Background: an optimization exercise with open tools, aiming at a short achievable clock period and few clock cycles. Do not read the settings as production practice.
RTL that was checked went through simulation tests only; none was proved equivalent to the original.
Power figures rest on the tool's default switching activity, not on a simulated workload.

==> onyx <==
==> flow/design.v <==
module fetch_stage (
   input  logic        clk,
   input  logic        rst_n,
   input  logic        redirect_i,
   input  logic [29:0] redirect_pc_i,    
   input  logic        uncond_i,         
   input  logic [31:0] imem_data_i,
   output logic [31:0] imem_addr_o,
   output logic [29:0] pc_o,
   output logic [29:0] tgt_o             
);
   logic [29:0] pc_q;
   assign imem_addr_o = {pc_q, 2'b00};
   assign pc_o        = pc_q;
   ks_add #(.W(30)) tgt_i (.a_i(pc_q), .b_i({{14{imem_data_i[15]}}, imem_data_i[15:0]}),
                           .c_i(1'b1), .s_i(tgt_o));
   always_ff @(posedge clk) begin
      if (!rst_n)          pc_q <= 30'h0;
      else if (redirect_i) pc_q <= redirect_pc_i;
      else if (uncond_i)   pc_q <= tgt_o;
      else                 pc_q <= pc_q + 30'd1;
   end
endmodule
module pipe_ctrl (
   input  logic [31:0] instr_i,
   output logic        is_alu_o,      
   output logic        is_lw_o,
   output logic        is_sw_o,
   output logic        is_beq_o,
   output logic        uncond_o,      
   output logic        use_imm_o,     
   output logic        reg_write_o,   
   output logic [4:0]  dest_o,
   output logic [4:0]  alu_op_o       
);
   localparam [5:0] OP_RTYPE = 6'h00;
   localparam [5:0] OP_BEQ   = 6'h04;
   localparam [5:0] OP_ADDI  = 6'h08;
   localparam [5:0] OP_LW    = 6'h23;
   localparam [5:0] OP_SW    = 6'h2b;
   localparam [5:0] F_ADD = 6'h20;
   localparam [5:0] F_SUB = 6'h22;
   localparam [5:0] F_AND = 6'h24;
   localparam [5:0] F_OR  = 6'h25;
   localparam [5:0] F_SLT = 6'h2a;
   logic [5:0] opcode, funct;
   logic [4:0] rs, rt, rd;
   logic       is_r, is_addi;
   assign opcode = instr_i[31:26];
   assign rs     = instr_i[25:21];
   assign rt     = instr_i[20:16];
   assign rd     = instr_i[15:11];
   assign funct  = instr_i[5:0];
   always_comb begin
      alu_op_o = 5'b00001;
      is_r     = 1'b0;
      if (opcode == OP_RTYPE) begin
         is_r = 1'b1;
         case (funct)
            F_ADD:   alu_op_o = 5'b00001;
            F_SUB:   alu_op_o = 5'b00010;
            F_AND:   alu_op_o = 5'b00100;
            F_OR:    alu_op_o = 5'b01000;
            F_SLT:   alu_op_o = 5'b10000;
            default: is_r = 1'b0;
         endcase
      end
   end
   assign is_addi     = opcode == OP_ADDI;
   assign is_lw_o     = opcode == OP_LW;
   assign is_sw_o     = opcode == OP_SW;
   assign is_beq_o    = opcode == OP_BEQ;
   assign uncond_o    = is_beq_o && (rs == rt);
   assign is_alu_o    = is_r || is_addi;
   assign use_imm_o   = is_addi;
   assign dest_o      = is_r ? rd : rt;
   assign reg_write_o = (is_r || is_addi || is_lw_o) && (dest_o != 5'd0);
endmodule
module reg_file (
   input  logic        clk,
   input  logic [4:0]  rs_i,
   input  logic [4:0]  rt_i,
   input  logic        we_i,
   input  logic [4:0]  wd_i,
   input  logic [31:0] wdata_i,
   output logic [31:0] rs_data_o,
   output logic [31:0] rt_data_o
);
   logic [31:0] regs [1:31];
   always_ff @(posedge clk) begin
      if (we_i) regs[wd_i] <= wdata_i;
   end
   assign rs_data_o = (rs_i == 5'd0) ? 32'h0 :
                      (we_i && wd_i == rs_i) ? wdata_i : regs[rs_i];
   assign rt_data_o = (rt_i == 5'd0) ? 32'h0 :
                      (we_i && wd_i == rt_i) ? wdata_i : regs[rt_i];
endmodule
module exec_stage (
   input  logic [31:0] a_i,
   input  logic [31:0] b_i,
   input  logic [4:0]  alu_op_i,        
   output logic [31:0] y_o
);
   logic [31:0] sum, diff;
   logic        lt;
   assign sum = a_i + b_i;
   assign diff = a_i - b_i;
   assign lt = $signed(a_i) < $signed(b_i);
   assign y_o = ({32{alu_op_i[0]}} & sum)
              | ({32{alu_op_i[1]}} & diff)
              | ({32{alu_op_i[2]}} & (a_i & b_i))
              | ({32{alu_op_i[3]}} & (a_i | b_i))
              | {31'h0, alu_op_i[4] & lt};
endmodule
module ks_add #(
   parameter int W = 32
) (
   input  logic [W-1:0] a_i,
   input  logic [W-1:0] b_i,
   input  logic         c_i,
   output logic [W-1:0] s_i
);
   localparam int L = (W > 32) ? 6 : (W > 16) ? 5 : (W > 8) ? 4 : (W > 4) ? 3 : (W > 2) ? 2 : 1;
   logic [W-1:0] p0;
   logic [W-1:0] g [0:L];
   logic [W-1:0] p [0:L];
   assign p0   = a_i ^ b_i;
   assign g[0] = (a_i & b_i) | {{(W-1){1'b0}}, p0[0] & c_i};
   assign p[0] = p0;
   for (genvar l = 0; l < L; l++) begin : lvl
      for (genvar i = 0; i < W; i++) begin : bit_
         if (i >= (1 << l)) begin : comb
            assign g[l+1][i] = g[l][i] | (p[l][i] & g[l][i-(1<<l)]);
            assign p[l+1][i] = p[l][i] & p[l][i-(1<<l)];
         end else begin : pass
            assign g[l+1][i] = g[l][i];
            assign p[l+1][i] = p[l][i];
         end
      end
   end
   assign s_i = p0 ^ {g[L][W-2:0], c_i};
endmodule
module mem_wb_stage (
   input  logic        sel_ld_i,
   input  logic        sel_ra_i,
   input  logic        sel_ar_i,
   input  logic        sel_aa_i,
   input  logic [31:0] dmem_rdata_i,
   input  logic [31:0] alu_ra_i,
   input  logic [31:0] alu_ar_i,
   input  logic [31:0] alu_aa_i,
   output logic [31:0] result_o
);
   assign result_o = ({32{sel_ld_i}} & dmem_rdata_i)
                   | ({32{sel_ra_i}} & alu_ra_i)
                   | ({32{sel_ar_i}} & alu_ar_i)
                   | ({32{sel_aa_i}} & alu_aa_i);
endmodule
module mips_pipe (
   input  logic        clk,
   input  logic        rst_n,
   output logic [31:0] imem_addr_o,
   input  logic [31:0] imem_data_i,
   output logic        dmem_re_o,
   output logic        dmem_we_o,
   output logic [31:0] dmem_addr_o,
   output logic [31:0] dmem_wdata_o,
   input  logic [31:0] dmem_rdata_i
);
   logic        f_is_alu, f_is_lw, f_is_sw, f_is_beq, f_uncond, f_use_imm, f_reg_write;
   logic [4:0]  f_dest, f_alu_op;
   logic [29:0] f_tgt;
   logic [31:0] f_rs_data, f_rt_data;
   logic [4:0]  f_rs, f_rt;
   logic        replay, redirect, kill_d, f_redirect;
   logic [29:0] redirect_pc, f_redirect_pc;
   logic [29:0] f_pc, d_pc;
   logic        d_valid;
   logic        d_is_alu, d_is_lw, d_is_sw, d_is_beq, d_uncond, d_use_imm, d_reg_write;
   logic [4:0]  d_dest, d_alu_op, d_rs, d_rt;
   logic [31:0] d_imm;
   logic        d_imm1;
   logic [29:0] d_tgt;
   logic [31:0] d_a, d_b;          
   logic        e_lw, e_sw, e_beq, e_reg_write, e_imm1;
   logic        e_sel_ra, e_sel_ar, e_sel_rr, e_sel_aa;
   logic        e_rr_add, e_rr_pass;
   logic        e_fa, e_fb;
   logic [4:0]  e_dest, e_alu_op;
   logic [31:0] e_a, e_b, e_addr, e_sdata, e_alu_aa;
   logic        e_eq_aa;
   logic [29:0] e_tgt;
   logic [31:0] res_q;
   logic [31:0] result;
   logic        w_we;
   logic [4:0]  w_dest;
   logic [31:0] w_data;
   assign f_rs = imem_data_i[25:21];
   assign f_rt = imem_data_i[20:16];
   pipe_ctrl dec_i (
      .instr_i     (imem_data_i),
      .is_alu_o    (f_is_alu),
      .is_lw_o     (f_is_lw),
      .is_sw_o     (f_is_sw),
      .is_beq_o    (f_is_beq),
      .uncond_o    (f_uncond),
      .use_imm_o   (f_use_imm),
      .reg_write_o (f_reg_write),
      .dest_o      (f_dest),
      .alu_op_o    (f_alu_op)
   );
   fetch_stage fetch_i (
      .clk           (clk),
      .rst_n         (rst_n),
      .redirect_i    (f_redirect),
      .redirect_pc_i (f_redirect_pc),
      .pc_o          (f_pc),
      .uncond_i      (f_uncond),
      .imem_data_i   (imem_data_i),
      .imem_addr_o   (imem_addr_o),
      .tgt_o         (f_tgt)
   );
   reg_file regs_i (
      .clk       (clk),
      .rs_i      (f_rs),
      .rt_i      (f_rt),
      .we_i      (w_we),
      .wd_i      (w_dest),
      .wdata_i   (w_data),
      .rs_data_o (f_rs_data),
      .rt_data_o (f_rt_data)
   );
   always_ff @(posedge clk) begin
      if (!rst_n) d_valid <= 1'b0;
      else        d_valid <= !f_redirect;
   end
   logic f_ma, f_mb, d_ma, d_mb;
   assign f_ma = e_reg_write && e_dest == f_rs;
   assign f_mb = e_reg_write && e_dest == f_rt && !f_use_imm;
   assign d_ma = e_reg_write && e_dest == d_rs;
   assign d_mb = e_reg_write && e_dest == d_rt && !d_use_imm;
   always_ff @(posedge clk) begin
      d_pc        <= f_pc;
      d_is_alu    <= f_is_alu;
      d_is_lw     <= f_is_lw;
      d_is_sw     <= f_is_sw;
      d_is_beq    <= f_is_beq;
      d_uncond    <= f_uncond;
      d_use_imm   <= f_use_imm;
      d_reg_write <= f_reg_write;
      d_dest      <= f_dest;
      d_alu_op    <= f_alu_op;
      d_rs        <= f_rs;
      d_rt        <= f_rt;
      d_imm       <= {{16{imem_data_i[15]}}, imem_data_i[15:0]};
      d_imm1      <= imem_data_i[15:0] == 16'd1;
      d_tgt       <= f_tgt;
      d_a         <= f_ma ? result : f_rs_data;
      d_b         <= f_use_imm ? {{16{imem_data_i[15]}}, imem_data_i[15:0]} :
                     f_mb ? result : f_rt_data;
   end
   logic d_ea, d_eb_alu;
   assign d_ea     = d_ma;
   assign d_eb_alu = d_mb;
   assign replay = d_valid && (d_is_lw || d_is_sw) && d_ea;
   logic [31:0] addr_sum, alu_aa;
   ks_add #(.W(32)) agu_i (.a_i(d_a), .b_i(d_imm), .c_i(1'b0), .s_i(addr_sum));
   exec_stage alu_aa_i (.a_i(d_a), .b_i(d_b), .alu_op_i(d_alu_op), .y_o(alu_aa));
   logic d_go;
   assign d_go = d_valid && !replay && !redirect && !kill_d;
   always_ff @(posedge clk) begin
      if (!rst_n) begin
         e_lw        <= 1'b0;
         e_sw        <= 1'b0;
         e_beq       <= 1'b0;
         e_reg_write <= 1'b0;
         e_sel_ra    <= 1'b0;
         e_sel_ar    <= 1'b0;
         e_sel_rr    <= 1'b0;
         e_sel_aa    <= 1'b0;
      end else begin
         e_lw        <= d_go && d_is_lw;
         e_sw        <= d_go && d_is_sw;
         e_beq       <= d_go && d_is_beq && !d_uncond;
         e_reg_write <= d_go && d_reg_write;
         e_sel_ra    <= d_go && d_is_alu && d_ea && !d_eb_alu;
         e_sel_ar    <= d_go && d_is_alu && !d_ea && d_eb_alu;
         e_sel_rr    <= d_go && d_is_alu && d_ea && d_eb_alu;
         e_sel_aa    <= d_go && d_is_alu && !d_ea && !d_eb_alu;
      end
   end
   always_ff @(posedge clk) begin
      e_dest    <= d_dest;
      e_alu_op  <= d_alu_op;
      e_rr_add  <= d_alu_op[0];
      e_rr_pass <= d_alu_op[2] || d_alu_op[3];
      e_imm1    <= d_imm1;
      e_tgt     <= d_tgt;
      e_a       <= d_a;
      e_b       <= d_b;
      e_fa      <= d_ea;
      e_fb      <= d_eb_alu;
      e_addr    <= addr_sum;
      e_sdata   <= d_eb_alu ? result : d_b;
      e_alu_aa  <= alu_aa;
      e_eq_aa   <= d_a == d_b;
   end
   logic [31:0] alu_ra, alu_ar, alu_rr, result_sel;
   logic        eq;
   exec_stage alu_ra_i (.a_i(res_q), .b_i(e_b), .alu_op_i(e_alu_op), .y_o(alu_ra));
   exec_stage alu_ar_i (.a_i(e_a), .b_i(res_q), .alu_op_i(e_alu_op), .y_o(alu_ar));
   assign alu_rr = ({32{e_rr_add}} & {res_q[30:0], 1'b0}) | ({32{e_rr_pass}} & res_q);
   assign result = result_sel | ({32{e_sel_rr}} & alu_rr);
   mem_wb_stage res_i (
      .sel_ld_i     (e_lw),
      .sel_ra_i     (e_sel_ra),
      .sel_ar_i     (e_sel_ar),
      .sel_aa_i     (e_sel_aa),
      .dmem_rdata_i (dmem_rdata_i),
      .alu_ra_i     (alu_ra),
      .alu_ar_i     (alu_ar),
      .alu_aa_i     (e_alu_aa),
      .result_o     (result_sel)
   );
   assign dmem_re_o    = e_lw;
   assign dmem_we_o    = e_sw;
   assign dmem_addr_o  = e_addr;
   assign dmem_wdata_o = e_sdata;
   assign eq = e_fa ? (res_q == e_b) : e_fb ? (e_a == res_q) : e_eq_aa;
   logic taken;
   assign taken       = e_beq && eq;
   assign kill_d      = taken && e_imm1 && d_valid && !d_uncond;
   assign redirect    = taken && !kill_d;
   assign redirect_pc = e_tgt;
   assign f_redirect    = redirect || replay;
   assign f_redirect_pc = replay ? d_pc : redirect_pc;
   always_ff @(posedge clk) begin
      res_q <= result;
   end
   always_ff @(posedge clk) begin
      if (!rst_n) w_we <= 1'b0;
      else        w_we <= e_reg_write;
      w_dest <= e_dest;
      if (e_reg_write) w_data <= result;
   end
endmodule
==> flow/run.sh <==
#!/bin/bash
# synth_recipe.tcl (not shown) runs the flow's synth.tcl, then flattens the netlist and writes it again
# the make line also repeats each setting of config.mk as NAME=value (left out here)
make -C /OpenROAD-flow-scripts/flow DESIGN_CONFIG=/design/flow/config.mk WORK_HOME=/design/flow/orfs CLKGATE_MAP_FILE= SYNTH_SCRIPT=/design/flow/synth_recipe.tcl finish
==> flow/config.mk <==
export PLATFORM = sky130hd
export DESIGN_NAME = mips_pipe
export DESIGN_NICKNAME = mips_pipe
export VERILOG_FILES = /design/flow/design.v
export SDC_FILE = /design/flow/constraint.sdc
export NUM_CORES = 4
export LEC_CHECK = 0
export CAP_MARGIN = 40
export CORE_MARGIN = 2
export CORE_UTILIZATION = 40
export SETUP_SLACK_MARGIN = 4.0
export SLEW_MARGIN = 30
==> flow/constraint.sdc <==
create_clock -name core_clock -period 7.0 [get_ports {clk}]
set_input_delay 1.4000 -clock core_clock [delete_from_list [all_inputs] [get_ports {clk}]]
set_output_delay 1.4000 -clock core_clock [all_outputs]
set_load 0.01 [all_outputs]
==> inputs of violet, as changes to onyx <==
--- a/flow/design.v
+++ b/flow/design.v
@@ -142,18 +142,30 @@
 endmodule
 module mem_wb_stage (
-   input  logic        sel_ld_i,
-   input  logic        sel_ra_i,
-   input  logic        sel_ar_i,
-   input  logic        sel_aa_i,
+   input  logic [31:0] r_i,             
+   input  logic [31:0] x_i,             
+   input  logic [10:0] sel_i,           
    input  logic [31:0] dmem_rdata_i,
-   input  logic [31:0] alu_ra_i,
-   input  logic [31:0] alu_ar_i,
    input  logic [31:0] alu_aa_i,
-   output logic [31:0] result_o
+   output logic [31:0] result_o,
+   output logic        eq_o             
 );
-   assign result_o = ({32{sel_ld_i}} & dmem_rdata_i)
-                   | ({32{sel_ra_i}} & alu_ra_i)
-                   | ({32{sel_ar_i}} & alu_ar_i)
-                   | ({32{sel_aa_i}} & alu_aa_i);
+   logic [31:0] add, sub_rx, sub_xr;
+   logic        lt_rx, lt_xr;
+   assign add    = r_i + x_i;
+   assign sub_rx = r_i - x_i;
+   assign sub_xr = x_i - r_i;
+   assign lt_rx  = $signed(r_i) < $signed(x_i);
+   assign lt_xr  = $signed(x_i) < $signed(r_i);
+   assign result_o = ({32{sel_i[0]}}  & add)
+                   | ({32{sel_i[1]}}  & sub_rx)
+                   | ({32{sel_i[2]}}  & sub_xr)
+                   | ({32{sel_i[3]}}  & (r_i & x_i))
+                   | ({32{sel_i[4]}}  & (r_i | x_i))
+                   | {31'h0, (sel_i[5] & lt_rx) | (sel_i[6] & lt_xr)}
+                   | ({32{sel_i[7]}}  & alu_aa_i)
+                   | ({32{sel_i[8]}}  & dmem_rdata_i)
+                   | ({32{sel_i[9]}}  & {r_i[30:0], 1'b0})
+                   | ({32{sel_i[10]}} & r_i);
+   assign eq_o = r_i == x_i;
 endmodule
 module mips_pipe (
@@ -184,9 +196,8 @@
    logic [31:0] d_a, d_b;          
    logic        e_lw, e_sw, e_beq, e_reg_write, e_imm1;
-   logic        e_sel_ra, e_sel_ar, e_sel_rr, e_sel_aa;
-   logic        e_rr_add, e_rr_pass;
-   logic        e_fa, e_fb;
-   logic [4:0]  e_dest, e_alu_op;
-   logic [31:0] e_a, e_b, e_addr, e_sdata, e_alu_aa;
+   logic [10:0] e_sel;
+   logic        e_fwd;
+   logic [4:0]  e_dest;
+   logic [31:0] e_x, e_addr, e_sdata, e_alu_aa;
    logic        e_eq_aa;
    logic [29:0] e_tgt;
@@ -269,4 +280,12 @@
    logic d_go;
    assign d_go = d_valid && !replay && !redirect && !kill_d;
+   logic d_x_r;       
+   logic d_op_add, d_op_sub, d_op_and, d_op_or, d_op_slt;
+   assign d_x_r    = d_ea ^ d_eb_alu;
+   assign d_op_add = d_alu_op[0];
+   assign d_op_sub = d_alu_op[1];
+   assign d_op_and = d_alu_op[2];
+   assign d_op_or  = d_alu_op[3];
+   assign d_op_slt = d_alu_op[4];
    always_ff @(posedge clk) begin
       if (!rst_n) begin
@@ -275,8 +294,5 @@
          e_beq       <= 1'b0;
          e_reg_write <= 1'b0;
-         e_sel_ra    <= 1'b0;
-         e_sel_ar    <= 1'b0;
-         e_sel_rr    <= 1'b0;
-         e_sel_aa    <= 1'b0;
+         e_sel       <= 11'h0;
       end else begin
          e_lw        <= d_go && d_is_lw;
@@ -284,21 +300,23 @@
          e_beq       <= d_go && d_is_beq && !d_uncond;
          e_reg_write <= d_go && d_reg_write;
-         e_sel_ra    <= d_go && d_is_alu && d_ea && !d_eb_alu;
-         e_sel_ar    <= d_go && d_is_alu && !d_ea && d_eb_alu;
-         e_sel_rr    <= d_go && d_is_alu && d_ea && d_eb_alu;
-         e_sel_aa    <= d_go && d_is_alu && !d_ea && !d_eb_alu;
+         e_sel[0]    <= d_go && d_is_alu && d_x_r && d_op_add;
+         e_sel[1]    <= d_go && d_is_alu && d_ea && !d_eb_alu && d_op_sub;
+         e_sel[2]    <= d_go && d_is_alu && !d_ea && d_eb_alu && d_op_sub;
+         e_sel[3]    <= d_go && d_is_alu && d_x_r && d_op_and;
+         e_sel[4]    <= d_go && d_is_alu && d_x_r && d_op_or;
+         e_sel[5]    <= d_go && d_is_alu && d_ea && !d_eb_alu && d_op_slt;
+         e_sel[6]    <= d_go && d_is_alu && !d_ea && d_eb_alu && d_op_slt;
+         e_sel[7]    <= d_go && d_is_alu && !d_ea && !d_eb_alu;
+         e_sel[8]    <= d_go && d_is_lw;
+         e_sel[9]    <= d_go && d_is_alu && d_ea && d_eb_alu && d_op_add;
+         e_sel[10]   <= d_go && d_is_alu && d_ea && d_eb_alu && (d_op_and || d_op_or);
       end
    end
    always_ff @(posedge clk) begin
-      e_dest    <= d_dest;
-      e_alu_op  <= d_alu_op;
-      e_rr_add  <= d_alu_op[0];
-      e_rr_pass <= d_alu_op[2] || d_alu_op[3];
       e_imm1    <= d_imm1;
       e_tgt     <= d_tgt;
-      e_a       <= d_a;
-      e_b       <= d_b;
-      e_fa      <= d_ea;
-      e_fb      <= d_eb_alu;
+      e_dest    <= d_dest;
+      e_x       <= d_ea ? d_b : d_a;
+      e_fwd     <= d_ea || d_eb_alu;
       e_addr    <= addr_sum;
       e_sdata   <= d_eb_alu ? result : d_b;
@@ -306,20 +324,13 @@
       e_eq_aa   <= d_a == d_b;
    end
-   logic [31:0] alu_ra, alu_ar, alu_rr, result_sel;
-   logic        eq;
-   exec_stage alu_ra_i (.a_i(res_q), .b_i(e_b), .alu_op_i(e_alu_op), .y_o(alu_ra));
-   exec_stage alu_ar_i (.a_i(e_a), .b_i(res_q), .alu_op_i(e_alu_op), .y_o(alu_ar));
-   assign alu_rr = ({32{e_rr_add}} & {res_q[30:0], 1'b0}) | ({32{e_rr_pass}} & res_q);
-   assign result = result_sel | ({32{e_sel_rr}} & alu_rr);
+   logic eq_r;
    mem_wb_stage res_i (
-      .sel_ld_i     (e_lw),
-      .sel_ra_i     (e_sel_ra),
-      .sel_ar_i     (e_sel_ar),
-      .sel_aa_i     (e_sel_aa),
+      .r_i          (res_q),
+      .x_i          (e_x),
+      .sel_i        (e_sel),
       .dmem_rdata_i (dmem_rdata_i),
-      .alu_ra_i     (alu_ra),
-      .alu_ar_i     (alu_ar),
       .alu_aa_i     (e_alu_aa),
-      .result_o     (result_sel)
+      .result_o     (result),
+      .eq_o         (eq_r)
    );
    assign dmem_re_o    = e_lw;
@@ -327,6 +338,6 @@
    assign dmem_addr_o  = e_addr;
    assign dmem_wdata_o = e_sdata;
-   assign eq = e_fa ? (res_q == e_b) : e_fb ? (e_a == res_q) : e_eq_aa;
-   logic taken;
+   assign eq = e_fwd ? eq_r : e_eq_aa;
+   logic eq, taken;
    assign taken       = e_beq && eq;
    assign kill_d      = taken && e_imm1 && d_valid && !d_uncond;
Settings changed: PLACE_DENSITY set to 0.8, TNS_END_PERCENT set to 10.
==> inputs of indigo, as changes to onyx <==
--- a/flow/design.v
+++ b/flow/design.v
@@ -142,18 +142,30 @@
 endmodule
 module mem_wb_stage (
-   input  logic        sel_ld_i,
-   input  logic        sel_ra_i,
-   input  logic        sel_ar_i,
-   input  logic        sel_aa_i,
+   input  logic [31:0] r_i,             
+   input  logic [31:0] x_i,             
+   input  logic [10:0] sel_i,           
    input  logic [31:0] dmem_rdata_i,
-   input  logic [31:0] alu_ra_i,
-   input  logic [31:0] alu_ar_i,
    input  logic [31:0] alu_aa_i,
-   output logic [31:0] result_o
+   output logic [31:0] result_o,
+   output logic        eq_o             
 );
-   assign result_o = ({32{sel_ld_i}} & dmem_rdata_i)
-                   | ({32{sel_ra_i}} & alu_ra_i)
-                   | ({32{sel_ar_i}} & alu_ar_i)
-                   | ({32{sel_aa_i}} & alu_aa_i);
+   logic [31:0] add, sub_rx, sub_xr;
+   logic        lt_rx, lt_xr;
+   assign add    = r_i + x_i;
+   assign sub_rx = r_i - x_i;
+   assign sub_xr = x_i - r_i;
+   assign lt_rx  = $signed(r_i) < $signed(x_i);
+   assign lt_xr  = $signed(x_i) < $signed(r_i);
+   assign result_o = ({32{sel_i[0]}}  & add)
+                   | ({32{sel_i[1]}}  & sub_rx)
+                   | ({32{sel_i[2]}}  & sub_xr)
+                   | ({32{sel_i[3]}}  & (r_i & x_i))
+                   | ({32{sel_i[4]}}  & (r_i | x_i))
+                   | {31'h0, (sel_i[5] & lt_rx) | (sel_i[6] & lt_xr)}
+                   | ({32{sel_i[7]}}  & alu_aa_i)
+                   | ({32{sel_i[8]}}  & dmem_rdata_i)
+                   | ({32{sel_i[9]}}  & {r_i[30:0], 1'b0})
+                   | ({32{sel_i[10]}} & r_i);
+   assign eq_o = r_i == x_i;
 endmodule
 module mips_pipe (
@@ -184,9 +196,8 @@
    logic [31:0] d_a, d_b;          
    logic        e_lw, e_sw, e_beq, e_reg_write, e_imm1;
-   logic        e_sel_ra, e_sel_ar, e_sel_rr, e_sel_aa;
-   logic        e_rr_add, e_rr_pass;
-   logic        e_fa, e_fb;
-   logic [4:0]  e_dest, e_alu_op;
-   logic [31:0] e_a, e_b, e_addr, e_sdata, e_alu_aa;
+   logic [10:0] e_sel;
+   logic        e_fwd;
+   logic [4:0]  e_dest;
+   logic [31:0] e_x, e_addr, e_sdata, e_alu_aa;
    logic        e_eq_aa;
    logic [29:0] e_tgt;
@@ -269,4 +280,12 @@
    logic d_go;
    assign d_go = d_valid && !replay && !redirect && !kill_d;
+   logic d_x_r;       
+   logic d_op_add, d_op_sub, d_op_and, d_op_or, d_op_slt;
+   assign d_x_r    = d_ea ^ d_eb_alu;
+   assign d_op_add = d_alu_op[0];
+   assign d_op_sub = d_alu_op[1];
+   assign d_op_and = d_alu_op[2];
+   assign d_op_or  = d_alu_op[3];
+   assign d_op_slt = d_alu_op[4];
    always_ff @(posedge clk) begin
       if (!rst_n) begin
@@ -275,8 +294,5 @@
          e_beq       <= 1'b0;
          e_reg_write <= 1'b0;
-         e_sel_ra    <= 1'b0;
-         e_sel_ar    <= 1'b0;
-         e_sel_rr    <= 1'b0;
-         e_sel_aa    <= 1'b0;
+         e_sel       <= 11'h0;
       end else begin
          e_lw        <= d_go && d_is_lw;
@@ -284,21 +300,23 @@
          e_beq       <= d_go && d_is_beq && !d_uncond;
          e_reg_write <= d_go && d_reg_write;
-         e_sel_ra    <= d_go && d_is_alu && d_ea && !d_eb_alu;
-         e_sel_ar    <= d_go && d_is_alu && !d_ea && d_eb_alu;
-         e_sel_rr    <= d_go && d_is_alu && d_ea && d_eb_alu;
-         e_sel_aa    <= d_go && d_is_alu && !d_ea && !d_eb_alu;
+         e_sel[0]    <= d_go && d_is_alu && d_x_r && d_op_add;
+         e_sel[1]    <= d_go && d_is_alu && d_ea && !d_eb_alu && d_op_sub;
+         e_sel[2]    <= d_go && d_is_alu && !d_ea && d_eb_alu && d_op_sub;
+         e_sel[3]    <= d_go && d_is_alu && d_x_r && d_op_and;
+         e_sel[4]    <= d_go && d_is_alu && d_x_r && d_op_or;
+         e_sel[5]    <= d_go && d_is_alu && d_ea && !d_eb_alu && d_op_slt;
+         e_sel[6]    <= d_go && d_is_alu && !d_ea && d_eb_alu && d_op_slt;
+         e_sel[7]    <= d_go && d_is_alu && !d_ea && !d_eb_alu;
+         e_sel[8]    <= d_go && d_is_lw;
+         e_sel[9]    <= d_go && d_is_alu && d_ea && d_eb_alu && d_op_add;
+         e_sel[10]   <= d_go && d_is_alu && d_ea && d_eb_alu && (d_op_and || d_op_or);
       end
    end
    always_ff @(posedge clk) begin
-      e_dest    <= d_dest;
-      e_alu_op  <= d_alu_op;
-      e_rr_add  <= d_alu_op[0];
-      e_rr_pass <= d_alu_op[2] || d_alu_op[3];
       e_imm1    <= d_imm1;
       e_tgt     <= d_tgt;
-      e_a       <= d_a;
-      e_b       <= d_b;
-      e_fa      <= d_ea;
-      e_fb      <= d_eb_alu;
+      e_dest    <= d_dest;
+      e_x       <= d_ea ? d_b : d_a;
+      e_fwd     <= d_ea || d_eb_alu;
       e_addr    <= addr_sum;
       e_sdata   <= d_eb_alu ? result : d_b;
@@ -306,20 +324,13 @@
       e_eq_aa   <= d_a == d_b;
    end
-   logic [31:0] alu_ra, alu_ar, alu_rr, result_sel;
-   logic        eq;
-   exec_stage alu_ra_i (.a_i(res_q), .b_i(e_b), .alu_op_i(e_alu_op), .y_o(alu_ra));
-   exec_stage alu_ar_i (.a_i(e_a), .b_i(res_q), .alu_op_i(e_alu_op), .y_o(alu_ar));
-   assign alu_rr = ({32{e_rr_add}} & {res_q[30:0], 1'b0}) | ({32{e_rr_pass}} & res_q);
-   assign result = result_sel | ({32{e_sel_rr}} & alu_rr);
+   logic eq_r;
    mem_wb_stage res_i (
-      .sel_ld_i     (e_lw),
-      .sel_ra_i     (e_sel_ra),
-      .sel_ar_i     (e_sel_ar),
-      .sel_aa_i     (e_sel_aa),
+      .r_i          (res_q),
+      .x_i          (e_x),
+      .sel_i        (e_sel),
       .dmem_rdata_i (dmem_rdata_i),
-      .alu_ra_i     (alu_ra),
-      .alu_ar_i     (alu_ar),
       .alu_aa_i     (e_alu_aa),
-      .result_o     (result_sel)
+      .result_o     (result),
+      .eq_o         (eq_r)
    );
    assign dmem_re_o    = e_lw;
@@ -327,6 +338,6 @@
    assign dmem_addr_o  = e_addr;
    assign dmem_wdata_o = e_sdata;
-   assign eq = e_fa ? (res_q == e_b) : e_fb ? (e_a == res_q) : e_eq_aa;
-   logic taken;
+   assign eq = e_fwd ? eq_r : e_eq_aa;
+   logic eq, taken;
    assign taken       = e_beq && eq;
    assign kill_d      = taken && e_imm1 && d_valid && !d_uncond;
==> notes <==
Die area: violet is lower than onyx (about 4%).
In indigo the wire length is larger than in violet, by 0.79%.
Sequential share of layout area, lowest first: onyx, indigo, violet.
Non-clock buffer count: violet is lower than onyx (259).
The lowest global-route usage belongs to violet, the highest to onyx.
Clock power, highest first: onyx, indigo, violet.
In onyx the via count is larger than in violet, by about 2.8%.
Worst setup slack: indigo > violet > onyx.
Maximum frequency, lowest first: onyx, violet, indigo.
Synthesized cell count: violet is lower than onyx (6.0%).
==> figures <==
quantity	onyx	indigo	violet
Run status	complete, no violations	complete, no violations	complete, no violations
Bufs and invs on worst path	3	4	2
Length of the first detailed-routing pass in iterations	7	6	7
Reported clock group power	8520 uW	8420 uW	7920 uW
Total length of routed met2 wires	138 mm	128 mm	121 mm
Global-route wire length before repair	414 mm	385 mm	381 mm
Storage cell area	40100 um2	39400 um2	39200 um2
Proportion of synthesized chip area in sequential cells	0.514	0.528	0.528
Met3 wire len	26.8 mm	24.5 mm	36.8 mm
Number of global-route vias before repair	58000	54200	56500
End point of the critical path	w_data[28]$_DFFE_PP_	d_a[24]$_DFF_P_	d_a[19]$_DFF_P_
Weighted congestion at the end of routability-driven global placement	0.951	0.920	0.973
Postcts setup bufs	277	218	85
Critical path peak fanout	5	3	69
Gate Count Post-Synth	6143	5777	5777
Multiplexer share of the synthesized area	0.162	0.169	0.169
RR Startpoint	res_q[0]$_DFF_P_	e_x[0]$_DFF_P_	e_x[0]$_DFF_P_
Critical path type	reg2reg	reg2reg	in2reg
Multi-input logic area	40700 um2	37400 um2	35400 um2
Leading cell kind	multi-input gates	registers	registers
Seq power	9840 uW	9780 uW	9770 uW
Average cell area after synthesis	12.6 um2	12.8 um2	12.8 um2
Testbench counts of violet, summed over its fixed seeds: cycles 12,630.
Testbench counts of indigo, summed over its fixed seeds: cycles 12,630.
For onyx, only the layout was checked, not whether the RTL still works.

separate check: timing with driven ports:
No port has a modelled driver above. Below, the same layouts with a new extraction and two added sets of constraints. Step 1 (the two cells are an assumption about what drives the block):
set clk [get_ports {clk}]
set_driving_cell -lib_cell sky130_fd_sc_hd__clkbuf_16 $clk
set_driving_cell -lib_cell sky130_fd_sc_hd__buf_2 [delete_from_list [all_inputs] $clk]
Step 2 adds t to the input delays and takes it off the output delays; t is the mean of the earliest and latest rising clock arrival at the registers after step 1. Input paths then give back, and output paths get back, about the clock's delay inside the block. Three values: ideal, step 1, step 2; two values: the first two.
| run | shift t [ns] | setup slack, ns | worst setup path at the end | clock arrival spread, ns |
|---|---|---|---|---|
| onyx | 0.905 | 3.235 / 3.235 / 2.679 | input to register | 0.038 / 0.037 |
| violet | 0.903 | 3.419 / 3.267 / 2.364 | input to register | 0.071 / 0.071 |
| indigo | 0.883 | 3.508 / 3.508 / 2.734 | input to register | 0.052 / 0.053 |
After both steps every run listed still meets setup and hold. For violet, which loses most, drivers alone change the setup slack by -0.152 ns; drivers and shift together by -1.055 ns.
